This design comes from an exercise in tuning for small area on the open sky130 flow, not from production work.
Only simulation tests tie the RTL to the original design; equivalence was not proved.
No activity file was given, so power comes from the tool's default toggle rates.

== run 2 ==
==> flow/design.v <==
package ni_pkg;
  localparam int NumVirtChn    = 4;    
  localparam int BufDepth      = 8;    
  localparam int FlitDataWidth = 32;   
  localparam int XWidth        = 4;    
  localparam int YWidth        = 4;    
  localparam logic [31:0] RxVersionLabel = 32'h0052_5831;   
endpackage
import ni_pkg::*;
module ni_rx_top
#(
  parameter logic [XWidth-1:0] router_x_id = '0,   
  parameter logic [YWidth-1:0] router_y_id = '0    
) (
  input  logic        clk_axi,        
  input  logic        arst_axi,       
  input  logic        flit_valid_i,   
  input  logic [1:0]  flit_vc_i,      
  input  logic [1:0]  flit_type_i,    
  input  logic [31:0] flit_data_i,    
  output logic        flit_ready_o,   
  input  logic        csr_valid_i,    
  input  logic        csr_wr_i,       
  input  logic [15:0] csr_addr_i,     
  input  logic [31:0] csr_wdata_i,    
  output logic [31:0] csr_rdata_o,    
  output logic        csr_err_o,      
  output logic [3:0]  irq_vcs_o,      
  output logic        irq_trig_o      
);
  logic [3:0]        push, pop, pop_req, full, empty;
  logic [3:0][3:0]   cnt;
  logic [3:0][7:0]   pkt;
  logic [3:0][7:0]   sel;
  logic [3:0][7:0][32:0] mem;
  logic [3:0]        head_old;        
  logic              head_in;
  logic              rd_req, wr_req, rd_err, err_ff, wr_err;
  logic [31:0]       rdata_ff, rdata_nxt, misc_val, pop_val;
  logic              misc_hit;
  logic [2:0]        mode_ff;
  logic [31:0]       mask_n_ff;       
  logic [31:0]       mask;
  logic              a_ok;            
  logic [4:0]        widx;            
  assign head_in = ~(flit_type_i[0] ^ flit_type_i[1]);   
  for (genvar c = 0; c < 4; c++) begin : g_vc
    assign full[c]  = cnt[c][3];
    assign empty[c] = (cnt[c] == 4'd0);
    assign push[c]  = flit_valid_i & (flit_vc_i == 2'(c)) & ~full[c];
    assign pop[c]   = pop_req[c] & ~empty[c];
    always_ff @(posedge clk_axi) begin
      if (push[c]) begin
        mem[c][0] <= {head_in, flit_data_i};
        for (int k = 1; k < 8; k++) mem[c][k] <= mem[c][k-1];
      end
    end
    always_ff @(posedge clk_axi or posedge arst_axi) begin
      if (arst_axi) begin
        cnt[c] <= '0;
        pkt[c] <= '0;
      end else begin
        case ({push[c], pop[c]})
          2'b10:   cnt[c] <= cnt[c] + 1'b1;
          2'b01:   cnt[c] <= cnt[c] - 1'b1;
          default: cnt[c] <= cnt[c];
        endcase
        if (push[c] && head_in) pkt[c] <= flit_data_i[7:0];
      end
    end
    for (genvar k = 0; k < 8; k++) begin : g_sel
      assign sel[c][k] = (cnt[c] == 4'(k + 1));
    end
    always_comb begin
      head_old[c] = 1'b0;
      for (int k = 0; k < 8; k++) head_old[c] |= sel[c][k] & mem[c][k][32];
    end
  end
  assign flit_ready_o = ~full[flit_vc_i];
  assign rd_req = csr_valid_i & ~csr_wr_i;
  assign wr_req = csr_valid_i & csr_wr_i;
  assign a_ok   = (csr_addr_i[15:7] == 9'd0) && (csr_addr_i[1:0] == 2'd0);
  assign widx   = csr_addr_i[6:2];
  assign mask   = ~mask_n_ff;
  for (genvar c = 0; c < 4; c++) begin : g_pop
    assign pop_req[c] = rd_req & a_ok & (widx == 5'(16 + c));
  end
  always_comb begin
    misc_hit = a_ok;
    misc_val = '0;
    case (widx)
      5'd0:  misc_val = RxVersionLabel;
      5'd1:  misc_val = 32'(router_x_id);
      5'd2:  misc_val = 32'(router_y_id);
      5'd3:  misc_val = 32'(irq_vcs_o);
      5'd4:  misc_val = 32'(mode_ff);
      5'd5:  misc_val = mask;
      5'd6:  misc_val = 32'(full);
      5'd8:  misc_val = 32'(pkt[0]);
      5'd9:  misc_val = 32'(pkt[1]);
      5'd10: misc_val = 32'(pkt[2]);
      5'd11: misc_val = 32'(pkt[3]);
      default: misc_hit = 1'b0;
    endcase
  end
  always_comb begin
    pop_val = '0;
    for (int c = 0; c < 4; c++)
      for (int k = 0; k < 8; k++)
        if (pop[c] && sel[c][k]) pop_val |= mem[c][k][31:0];
  end
  assign rd_err    = ~(misc_hit | (|pop));
  assign rdata_nxt = (rd_req & misc_hit) ? misc_val :
                     (|pop)              ? pop_val  : rdata_ff;
  assign wr_err    = wr_req & ~((csr_addr_i == 16'h0010) | (csr_addr_i == 16'h0014));
  always_ff @(posedge clk_axi or posedge arst_axi) begin
    if (arst_axi) begin
      err_ff    <= 1'b0;
      rdata_ff  <= '0;
      mode_ff   <= '0;
      mask_n_ff <= '0;
    end else begin
      if (rd_req) err_ff <= rd_err;
      rdata_ff <= rdata_nxt;
      if (wr_req && csr_addr_i == 16'h0010) mode_ff   <= csr_wdata_i[2:0];
      if (wr_req && csr_addr_i == 16'h0014) mask_n_ff <= ~csr_wdata_i;
    end
  end
  assign csr_rdata_o = rdata_ff;
  assign csr_err_o   = err_ff | wr_err;
  always_comb begin
    for (int c = 0; c < 4; c++) begin
      case (mode_ff)
        3'd1:    irq_vcs_o[c] = ~empty[c] & mask[0];
        3'd2:    irq_vcs_o[c] = full[c] & mask[0];
        3'd3:    irq_vcs_o[c] = (mask[31:4] == 28'd0) && (cnt[c] >= mask[3:0]);
        3'd4:    irq_vcs_o[c] = head_old[c];
        default: irq_vcs_o[c] = ~empty[c];
      endcase
    end
  end
  assign irq_trig_o = |irq_vcs_o;
endmodule
clock: 5.0 ns
lec_check: 0
cap_margin: 20
core_margin: 2
core_utilization: 70
cts_buf_list: sky130_fd_sc_hd__clkbuf_8
cts_cluster_diameter: 50
cts_cluster_size: 16
slew_margin: 20
run.sh (not shown) runs the stock make flow with config.mk's settings and CLKGATE_MAP_FILE= SYNTH_SCRIPT=/design/flow/synth_recipe.tcl, a recipe that flattens the netlist after the stock synthesis.
Run 2: flow completed, timing, DRC and antenna clean
The following lists how run 4 was set up differently from run 2:
Settings: a deleted CTS_CLUSTER_DIAMETER that had been 50; a deleted CTS_BUF_LIST that had been sky130_fd_sc_hd__clkbuf_8; a deleted CTS_CLUSTER_SIZE that had been 16.
==> comparison <==
- The flow did not stop early for run 4: all stages ran, and the layout cleared the timing, design-rule and antenna checks.
- Diff run 2 and run 4: part of the total power dissipated in the clock network higher in run 4
- Between run 2 and run 4, the flow reports met1 wire length increasing slightly.
- Highest clock frequency the design can meet: run 4 vs run 2 up 0.43%
- Re met3 capacity usage during global routing: run 2 and run 4 aren't equal, and the lower value belongs to run 4.
- Run 4 does worse than run 2 on minimum setup slack among reg-to-reg paths.
- On design area, run 2 beats run 4.
- Wire length delta (run 4 − run 2): unfavourable
- Run 4: power 17% above run 2
- Comparing run 2 and run 4, the lower global-route wire length before repair was measured on run 2.
- Compared with run 2, placement density in the core of run 4 is higher.

## re-timing with driven ports
The results above use ideal ports. As a check the final layouts listed here were re-extracted and re-timed, cells and wires unchanged.
Step 1: set_driving_cell puts a clkbuf_16 on clk_axi and a buf_2 on each other input, an assumption about the parent block.
Step 2 also shifts input and output timing later by t, the mid clock arrival at the registers, as if the neighbouring blocks saw the same clock.
a / b / c = ideal / step 1 / step 2; a / b = the first two.
run	t, ns	slack for setup (ns)	latest minus earliest clock arrival (ns)	worst data-port slew with drivers (ns)	pins driven straight from the clock port
run 2	0.814	0.118 / 0.052 / 0.380	0.030 / 0.030	0.09	1
run 4	0.740	0.139 / 0.073 / 0.307	0.026 / 0.026	0.08	1
After both steps every run listed still meets setup and hold.
